This is an optimization exercise on Yosys and OpenROAD, whose aim is small area, not a production implementation. At most, simulation tests tie the RTL to the original design; equivalence was not proved. Power and IR drop assume default switching activity.

Design sorted_deadline_alarm_queue, start of the top module:
module sorted_deadline_alarm_queue #(
   parameter int QUEUE_DEPTH = QUEUE_DEPTH_DEF,
   parameter int TIME_WIDTH  = TIME_WIDTH_DEF
) (
   input  logic                  clock,
   input  logic                  reset,
   input  logic                  req_valid,
   output logic                  req_stall,
   input  sdaq_pkg::req_type     req_data,
   output logic                  rsp_valid,
   input  logic                  rsp_stall,
   output sdaq_pkg::rsp_type     rsp_data,
   input  logic                  psel,
   input  logic                  penable,
   input  logic                  pwrite,
   input  logic [CSR_ADDR_W-1:0] paddr,
   input  logic [CSR_DATA_W-1:0] pwdata,
   output logic [CSR_DATA_W-1:0] prdata,
   output logic                  pready
);
Size in the first run: ~680 flip-flops, ~17000 sq um of cells after synthesis.
Settings: LEC_CHECK=0, ABC_AREA=1, CAP_MARGIN=20, CORE_MARGIN=2, CORE_UTILIZATION=40, CTS_BUF_LIST=sky130_fd_sc_hd__clkbuf_8, CTS_CLUSTER_DIAMETER=60, CTS_CLUSTER_SIZE=20, SLEW_MARGIN=20; clock period 10.0 ns.
standard.sh (not shown) runs the stock make flow with config.mk's settings and CLKGATE_MAP_FILE= SYNTH_SCRIPT=/design/flow/synth_recipe.tcl, a recipe that flattens the netlist after the stock synthesis.
==> flow/flow/run.sh <==
#!/bin/bash
# The standard layout (the standard.sh: ORFS from synthesis to the
# final layout) with three changes: the port buffers are made of the
# smallest buffer cell, clock tree synthesis inserts no dummy loads, and the
# constant outputs share the single tie cell synthesis made.
set -e
export BUFFER_PORTS_ARGS="-buffer_cell sky130_fd_sc_hd__buf_1"
export SKIP_REPAIR_TIE_FANOUT=1
export CTS_ARGS="-sink_clustering_enable -repair_clock_nets -buf_list sky130_fd_sc_hd__clkbuf_8 -sink_clustering_size 20 -sink_clustering_max_diameter 60 -dont_use_dummy_load"
bash standard.sh > standard.log 2>&1
Change:
--- a/flow/design.v
+++ b/flow/design.v
@@ -215,29 +215,33 @@
    assign emit     = (req_valid && accept && (state_ff == S_IDLE)) ||
                      ((state_ff == S_INS) && c_last) ||
                      (scan_hit && op && (i_ff == '0)) ||
                      (pop_go && c_last);
    always_ff @(posedge clock) begin
       if (emit) begin
          woke_ff <= (state_ff == S_POP);
-         flag_ff <= (state_ff == S_IDLE);    
+         flag_ff <= (state_ff == S_POP) ? (i_ff != 5'd1) : (state_ff == S_IDLE);
       end
    end
    always_ff @(posedge clock) begin
       if (reset) begin
          state_ff     <= S_IDLE;
          c_ff         <= '0;
          q_ff         <= '0;
          n_ff         <= '0;
          rsp_valid_ff <= 1'b0;
       end else begin
          c_ff         <= c_last ? '0 : c_ff + 1'b1;
          rsp_valid_ff <= emit || (rsp_valid_ff && rsp_stall);
          if (c_last) begin
-            q_ff <= q_inc;
+            if (!inloop) begin
+               q_ff <= (q_ff == 4'd14) ? 4'd0 : q_inc;
+            end else begin
+               q_ff <= q_inc;
+            end
          end
          case (state_ff)
             S_IDLE: begin
                if (req_valid && !rsp_valid_ff && !accept) begin
                   state_ff <= op ? S_SCAN : S_DROP;
                   i_ff     <= '0;
                end
@@ -287,11 +291,11 @@
             end
          endcase
       end
    end
    assign rsp_valid              = rsp_valid_ff;
    assign rsp_data.woke          = woke_ff;
    assign rsp_data.woken_id      = woke_ff ? id_ff : '0;
-   assign rsp_data.last          = !(woke_ff && (state_ff == S_POP));
-   assign rsp_data.status        = flag_ff;
+   assign rsp_data.last          = !(woke_ff && flag_ff);
+   assign rsp_data.status        = !woke_ff && flag_ff;
    assign rsp_data.waiting_count = n_ff;
 endmodule
Sequential power is about the same.
Cell area goes down by 0.37%.
Combinational power goes down by about 1%.
Wire length fell by 2.1%.
Maximum frequency fell by 0.81%.
Flip-flop and latch count does not change.
Die area hardly moves.
Worst setup slack is worse by 58 ps.
First-iteration DRC count climbs by 3.2%.
No run of this note included a check of the RTL's function; only the layout flow was run.


The RTL this note starts from:
==> flow/design.v <==
`timescale 1ns / 1ps
package sdaq_pkg;
   localparam int QUEUE_DEPTH_DEF = 16;
   localparam int TIME_WIDTH_DEF  = 32;
   localparam int ID_W      = 8;
   localparam int DUR_W     = 16;
   localparam int NOW_W     = 32;
   localparam int TPU_W     = 10;
   localparam int PROD_W    = DUR_W + TPU_W;
   localparam int CNT_OUT_W = 5;
   localparam logic [TPU_W-1:0] TPU_RESET = TPU_W'(100);
   localparam int CSR_ADDR_W = 3;
   localparam int CSR_DATA_W = 32;
   localparam logic [0:0] REG_TICKS_PER_UNIT = 1'b0;
   localparam logic OP_SLEEP = 1'b0;
   localparam logic OP_CHECK = 1'b1;
   localparam logic STATUS_OK   = 1'b0;
   localparam logic STATUS_FULL = 1'b1;
   typedef struct packed {
      logic             operation;
      logic [ID_W-1:0]  waiter_id;
      logic [DUR_W-1:0] duration;
      logic [NOW_W-1:0] now;
   } req_type;
   typedef struct packed {
      logic                 woke;
      logic [ID_W-1:0]      woken_id;
      logic                 last;
      logic                 status;
      logic [CNT_OUT_W-1:0] waiting_count;
   } rsp_type;
   typedef enum logic [3:0] {
      S_IDLE,
      S_MUL,
      S_ADD,
      S_SCAN_RD,
      S_SCAN_CMP,
      S_SHIFT_RD,
      S_SHIFT_WR,
      S_INSERT,
      S_CHK_RD,
      S_CHK_CMP,
      S_REPLY
   } state_type;
endpackage
`timescale 1ns / 1ps
module sdaq_ram #(
   parameter int WIDTH = 8,
   parameter int DEPTH = 16
) (
   input  logic                     clock,
   input  logic                     we,
   input  logic [$clog2(DEPTH)-1:0] waddr,
   input  logic [WIDTH-1:0]         wdata,
   input  logic [$clog2(DEPTH)-1:0] raddr,
   output logic [WIDTH-1:0]         rdata
);
   logic [WIDTH-1:0] mem [DEPTH];
   logic [WIDTH-1:0] rdata_ff;
   always_ff @(posedge clock) begin
      if (we) begin
         mem[waddr] <= wdata;
      end
      rdata_ff <= mem[raddr];
   end
   assign rdata = rdata_ff;
endmodule
`timescale 1ns / 1ps
import sdaq_pkg::*;
module sorted_deadline_alarm_queue #(
   parameter int QUEUE_DEPTH = QUEUE_DEPTH_DEF,
   parameter int TIME_WIDTH  = TIME_WIDTH_DEF
) (
   input  logic                  clock,
   input  logic                  reset,
   input  logic                  req_valid,
   output logic                  req_stall,
   input  sdaq_pkg::req_type     req_data,
   output logic                  rsp_valid,
   input  logic                  rsp_stall,
   output sdaq_pkg::rsp_type     rsp_data,
   input  logic                  psel,
   input  logic                  penable,
   input  logic                  pwrite,
   input  logic [CSR_ADDR_W-1:0] paddr,
   input  logic [CSR_DATA_W-1:0] pwdata,
   output logic [CSR_DATA_W-1:0] prdata,
   output logic                  pready
);
   localparam int ENT_W = TIME_WIDTH + ID_W;    
   localparam int W     = 4;                    
   localparam int L     = ENT_W / W;            
   localparam int DLC   = TIME_WIDTH / W;       
   localparam int CW    = $clog2(L);
   localparam int NR    = 15;                   
   localparam logic [2:0] S_IDLE = 3'd0;
   localparam logic [2:0] S_DROP = 3'd1;
   localparam logic [2:0] S_CALC = 3'd2;
   localparam logic [2:0] S_SCAN = 3'd3;
   localparam logic [2:0] S_POP  = 3'd4;
   localparam logic [2:0] S_INS  = 3'd5;
   logic [TPU_W-1:0] tpu_ff;
   logic             csr_wr;
   logic             csr_hit;
   assign pready  = 1'b1;
   assign csr_hit = (paddr[CSR_ADDR_W-1:2] == REG_TICKS_PER_UNIT);
   assign csr_wr  = psel && penable && pwrite;
   assign prdata  = csr_hit ? CSR_DATA_W'(tpu_ff) : '0;
   always_ff @(posedge clock) begin
      if (reset) begin
         tpu_ff <= TPU_RESET;
      end else if (csr_wr && csr_hit) begin
         tpu_ff <= pwdata[TPU_W-1:0];
      end
   end
   logic [2:0]      state_ff;
   logic [CW-1:0]   c_ff;         
   logic [3:0]      q_ff;         
   logic [4:0]      n_ff;         
   logic [4:0]      i_ff;         
   logic            rsp_valid_ff;
   logic            woke_ff, flag_ff;    
   logic [ID_W-1:0] id_ff;
   logic            c_last, op, inloop;
   assign c_last = c_ff[3] && c_ff[0];
   assign op     = req_data.operation;
   assign inloop = !((state_ff == S_CALC) || (state_ff == S_INS) ||
                     ((state_ff == S_SCAN) && !op));
   logic [W*NR*L-1:0] ring_ff;
   logic [W*L-1:0]    s_ff;
   logic [W-1:0]      x, tap, s_out, y, s_in;
   assign x     = ring_ff[W-1:0];
   assign tap   = ring_ff[W*L +: W];
   assign s_out = s_ff[W-1:0];
   always_ff @(posedge clock) begin
      ring_ff <= {y, ring_ff[W*NR*L-1:W]};
      s_ff    <= {s_in, s_ff[W*L-1:W]};
   end
   logic f1_ff, f2_ff;    
   logic [W*L-1:0] dur_v, new_v;
   logic [W-1:0]   a, b, sum, new_lane;
   logic           cy_in, cy_out;
   logic           pass_now, first, rbit;
   assign dur_v    = (W*L)'(req_data.duration);
   assign new_v    = {req_data.waiter_id, req_data.now};
   assign new_lane = c_ff[3] ? (c_ff[0] ? new_v[39:36] : new_v[35:32])
                             : new_v[W*c_ff[2:0] +: W];
   assign pass_now = i_ff[4];
   assign first    = (i_ff == 5'd6);
   assign rbit     = tpu_ff[~i_ff[3:0]];
   always_comb begin
      if (first) begin
         a = '0;
      end else if (pass_now) begin
         a = s_out;
      end else begin
         a = {s_out[W-2:0], (c_ff == '0) ? 1'b0 : f2_ff};
      end
      if (pass_now) begin
         b = new_lane;
      end else begin
         b = (rbit && !c_ff[3] && !c_ff[2]) ? dur_v[W*c_ff[1:0] +: W] : '0;
      end
      cy_in = (c_ff == '0) ? 1'b0 : f1_ff;
      {cy_out, sum} = {1'b0, a} + {1'b0, b} + (W+1)'(cy_in);
      if (pass_now && c_ff[3]) begin    
         sum = b;
      end
   end
   logic [W-1:0] cmp_v, diff;
   logic         bw_in, bw_out, nz, later, cmp_end;
   assign cmp_v = op ? new_lane : s_out;
   assign cmp_end = (c_ff[2:0] == 3'd7);
   assign later   = nz && !diff[W-1];
   always_comb begin
      bw_in = (c_ff == '0) ? 1'b0 : f1_ff;
      {bw_out, diff} = {1'b0, tap} - {1'b0, cmp_v} - (W+1)'(bw_in);
      nz = ((c_ff == '0) ? 1'b0 : f2_ff) | (|diff);
   end
   always_ff @(posedge clock) begin
      f1_ff <= (state_ff == S_CALC) ? cy_out : bw_out;
      f2_ff <= (state_ff == S_CALC) ? s_out[W-1] : nz;
   end
   assign y    = inloop ? s_out : x;
   assign s_in = (state_ff == S_CALC) ? sum :
                 inloop               ? x   : s_out;
   logic pop_go, scan_eval, scan_done, accept;
   assign pop_go    = (state_ff == S_POP) && (q_ff == 4'd0) && !rsp_valid_ff;
   assign scan_eval = (i_ff != '0) || (q_ff == (inloop ? 4'd15 : 4'd14));
   assign scan_done = (i_ff == n_ff) || later;
   logic [3:0] q_inc;
   logic [4:0] i_step, n_step;
   logic       down;
   assign down   = (state_ff == S_POP);
   assign q_inc  = ((state_ff == S_INS) ? i_ff[3:0] : q_ff) + 1'b1;
   assign i_step = i_ff + {{4{down}}, 1'b1};
   assign n_step = n_ff + {{4{down}}, 1'b1};
   always_comb begin
      accept = 1'b0;
      case (state_ff)
         S_IDLE: accept = !rsp_valid_ff && !op && (n_ff == 5'd16);
         S_SCAN: accept = op && cmp_end && scan_eval && scan_done;
         S_INS:  accept = c_last;
         default: accept = 1'b0;
      endcase
   end
   assign req_stall = !accept;
   always_ff @(posedge clock) begin
      if (pop_go && c_last) begin
         id_ff <= {x, s_ff[W*L-1 -: W]};
      end
   end
   always_ff @(posedge clock) begin
      if (reset) begin
         state_ff     <= S_IDLE;
         c_ff         <= '0;
         q_ff         <= '0;
         n_ff         <= '0;
         rsp_valid_ff <= 1'b0;
      end else begin
         c_ff <= c_last ? '0 : c_ff + 1'b1;
         if (c_last) begin
            if (!inloop) begin
               q_ff <= (q_ff == 4'd14) ? 4'd0 : q_inc;
            end else begin
               q_ff <= q_inc;
            end
         end
         if (rsp_valid_ff && !rsp_stall) begin
            rsp_valid_ff <= 1'b0;
         end
         case (state_ff)
            S_IDLE: begin
               if (req_valid && !rsp_valid_ff) begin
                  if (accept) begin
                     rsp_valid_ff <= 1'b1;
                     woke_ff      <= 1'b0;
                     flag_ff      <= 1'b1;
                  end else begin
                     state_ff <= op ? S_SCAN : S_DROP;
                     i_ff     <= '0;
                  end
               end
            end
            S_DROP: begin
               if (c_last && (q_ff == n_ff[3:0])) begin
                  state_ff <= S_CALC;
                  i_ff     <= 5'd6;
                  q_ff     <= (q_ff == 4'd15) ? 4'd0 : q_ff;
               end
            end
            S_CALC: begin
               if (c_last) begin
                  if (pass_now) begin
                     state_ff <= S_SCAN;
                     i_ff     <= '0;
                  end else begin
                     i_ff <= i_step;
                  end
               end
            end
            S_SCAN: begin
               if (cmp_end && scan_eval) begin
                  if (scan_done) begin
                     if (!op) begin
                        state_ff <= S_INS;
                     end else if (i_ff == '0) begin
                        state_ff     <= S_IDLE;
                        rsp_valid_ff <= 1'b1;
                        woke_ff      <= 1'b0;
                        flag_ff      <= 1'b0;
                     end else begin
                        state_ff <= S_POP;
                     end
                  end else begin
                     i_ff <= i_step;
                  end
               end
            end
            S_INS: begin
               if (c_last) begin
                  state_ff     <= S_IDLE;
                  q_ff         <= q_inc;
                  n_ff         <= n_step;
                  rsp_valid_ff <= 1'b1;
                  woke_ff      <= 1'b0;
                  flag_ff      <= 1'b0;
               end
            end
            S_POP: begin
               if (pop_go && c_last) begin
                  rsp_valid_ff <= 1'b1;
                  woke_ff      <= 1'b1;
                  flag_ff      <= (i_ff != 5'd1);
                  n_ff         <= n_step;
                  q_ff         <= q_ff;    
                  i_ff         <= i_step;
                  if (i_ff == 5'd1) begin
                     state_ff <= S_IDLE;
                  end
               end
            end
            default: begin
               state_ff <= S_IDLE;
            end
         endcase
      end
   end
   assign rsp_valid              = rsp_valid_ff;
   assign rsp_data.woke          = woke_ff;
   assign rsp_data.woken_id      = woke_ff ? id_ff : '0;
   assign rsp_data.last          = !(woke_ff && flag_ff);
   assign rsp_data.status        = !woke_ff && flag_ff;
   assign rsp_data.waiting_count = n_ff;
endmodule
Settings: LEC_CHECK=0, ABC_AREA=1, CAP_MARGIN=20, CORE_MARGIN=2, CORE_UTILIZATION=40, CTS_BUF_LIST=sky130_fd_sc_hd__clkbuf_8, CTS_CLUSTER_DIAMETER=60, CTS_CLUSTER_SIZE=20, SLEW_MARGIN=20; clock period 10.0 ns.
Scripts as last shown in full above: flow/flow/run.sh
Rerun with:
--- a/flow/design.v
+++ b/flow/design.v
@@ -122,7 +122,7 @@
    logic            woke_ff, flag_ff;    
    logic [ID_W-1:0] id_ff;
    logic            c_last, op, inloop;
-   assign c_last = c_ff[3] && c_ff[0];
+   assign c_last = (c_ff == CW'(L - 1));
    assign op     = req_data.operation;
    assign inloop = !((state_ff == S_CALC) || (state_ff == S_INS) ||
                      ((state_ff == S_SCAN) && !op));
@@ -143,8 +143,7 @@
    logic           pass_now, first, rbit;
    assign dur_v    = (W*L)'(req_data.duration);
    assign new_v    = {req_data.waiter_id, req_data.now};
-   assign new_lane = c_ff[3] ? (c_ff[0] ? new_v[39:36] : new_v[35:32])
-                             : new_v[W*c_ff[2:0] +: W];
+   assign new_lane = new_v[W*c_ff +: W];
    assign pass_now = i_ff[4];
    assign first    = (i_ff == 5'd6);
    assign rbit     = tpu_ff[~i_ff[3:0]];
@@ -159,18 +158,18 @@
       if (pass_now) begin
          b = new_lane;
       end else begin
-         b = (rbit && !c_ff[3] && !c_ff[2]) ? dur_v[W*c_ff[1:0] +: W] : '0;
+         b = rbit ? dur_v[W*c_ff +: W] : '0;
       end
       cy_in = (c_ff == '0) ? 1'b0 : f1_ff;
       {cy_out, sum} = {1'b0, a} + {1'b0, b} + (W+1)'(cy_in);
-      if (pass_now && c_ff[3]) begin    
+      if (pass_now && (c_ff >= CW'(DLC))) begin
          sum = b;
       end
    end
    logic [W-1:0] cmp_v, diff;
    logic         bw_in, bw_out, nz, later, cmp_end;
    assign cmp_v = op ? new_lane : s_out;
-   assign cmp_end = (c_ff[2:0] == 3'd7);
+   assign cmp_end = (c_ff == CW'(DLC - 1));
    assign later   = nz && !diff[W-1];
    always_comb begin
       bw_in = (c_ff == '0) ? 1'b0 : f1_ff;
@@ -188,13 +187,6 @@
    assign pop_go    = (state_ff == S_POP) && (q_ff == 4'd0) && !rsp_valid_ff;
    assign scan_eval = (i_ff != '0) || (q_ff == (inloop ? 4'd15 : 4'd14));
    assign scan_done = (i_ff == n_ff) || later;
-   logic [3:0] q_inc;
-   logic [4:0] i_step, n_step;
-   logic       down;
-   assign down   = (state_ff == S_POP);
-   assign q_inc  = ((state_ff == S_INS) ? i_ff[3:0] : q_ff) + 1'b1;
-   assign i_step = i_ff + {{4{down}}, 1'b1};
-   assign n_step = n_ff + {{4{down}}, 1'b1};
    always_comb begin
       accept = 1'b0;
       case (state_ff)
@@ -221,9 +213,9 @@
          c_ff <= c_last ? '0 : c_ff + 1'b1;
          if (c_last) begin
             if (!inloop) begin
-               q_ff <= (q_ff == 4'd14) ? 4'd0 : q_inc;
+               q_ff <= (q_ff == 4'd14) ? 4'd0 : q_ff + 1'b1;
             end else begin
-               q_ff <= q_inc;
+               q_ff <= q_ff + 1'b1;
             end
          end
          if (rsp_valid_ff && !rsp_stall) begin
@@ -255,7 +247,7 @@
                      state_ff <= S_SCAN;
                      i_ff     <= '0;
                   end else begin
-                     i_ff <= i_step;
+                     i_ff <= i_ff + 1'b1;
                   end
                end
             end
@@ -273,15 +265,15 @@
                         state_ff <= S_POP;
                      end
                   end else begin
-                     i_ff <= i_step;
+                     i_ff <= i_ff + 1'b1;
                   end
                end
             end
             S_INS: begin
                if (c_last) begin
                   state_ff     <= S_IDLE;
-                  q_ff         <= q_inc;
-                  n_ff         <= n_step;
+                  q_ff         <= i_ff[3:0] + 1'b1;
+                  n_ff         <= n_ff + 1'b1;
                   rsp_valid_ff <= 1'b1;
                   woke_ff      <= 1'b0;
                   flag_ff      <= 1'b0;
@@ -292,9 +284,9 @@
                   rsp_valid_ff <= 1'b1;
                   woke_ff      <= 1'b1;
                   flag_ff      <= (i_ff != 5'd1);
-                  n_ff         <= n_step;
+                  n_ff         <= n_ff - 1'b1;
                   q_ff         <= q_ff;    
-                  i_ff         <= i_step;
+                  i_ff         <= i_ff - 1'b1;
                   if (i_ff == 5'd1) begin
                      state_ff <= S_IDLE;
                   end
Outcome: The new run produced a clean layout; routed wire length decreases by 4.4%; via count stays flat; maximum frequency barely changes; synthesized cell count grows by 0.39%; total power went up by 2.6%; die area increases by 0.70%; synthesized area grows by 0.72%; cell area came out higher by 0.39%.
The RTL of the first run of this note was laid out without a check of its function.

[afterwards: timing with drivers on the ports]
The results above use ideal ports. As a check the final layouts listed here were re-extracted and re-timed, cells and wires unchanged.
Step 1 sets driving cells, clkbuf_16 on the clock port and buf_2 on the other inputs (assumed; they add their load-dependent delay and slew).
Step 2, shift: input delay + t, output delay - t, t = (earliest + latest rising clock arrival at the registers) / 2. This alone moves slack from input paths to output paths.
Slacks: ideal ports / drivers / drivers and shift; pairs: ideal ports / drivers.
run | t, ns | setup WS [ns] | clock arrival spread, ns | pins driven straight from the clock port
the first run of note 1 | 0.598 | 2.849 / 2.800 / 2.800 | 0.073 / 0.073 | 1
the second run of note 1 | 0.609 | 2.791 / 2.737 / 2.737 | 0.054 / 0.055 | 1
the first run of note 2 | 0.595 | 2.442 / 2.418 / 2.418 | 0.064 / 0.063 | 1
the second run of note 2 | 0.599 | 2.444 / 2.398 / 2.620 | 0.051 / 0.051 | 1
After both steps setup and hold are still met in every run listed. The setup slack of the second run of note 1, which loses most, moves by -0.054 ns with the drivers and by -0.054 ns with both steps.
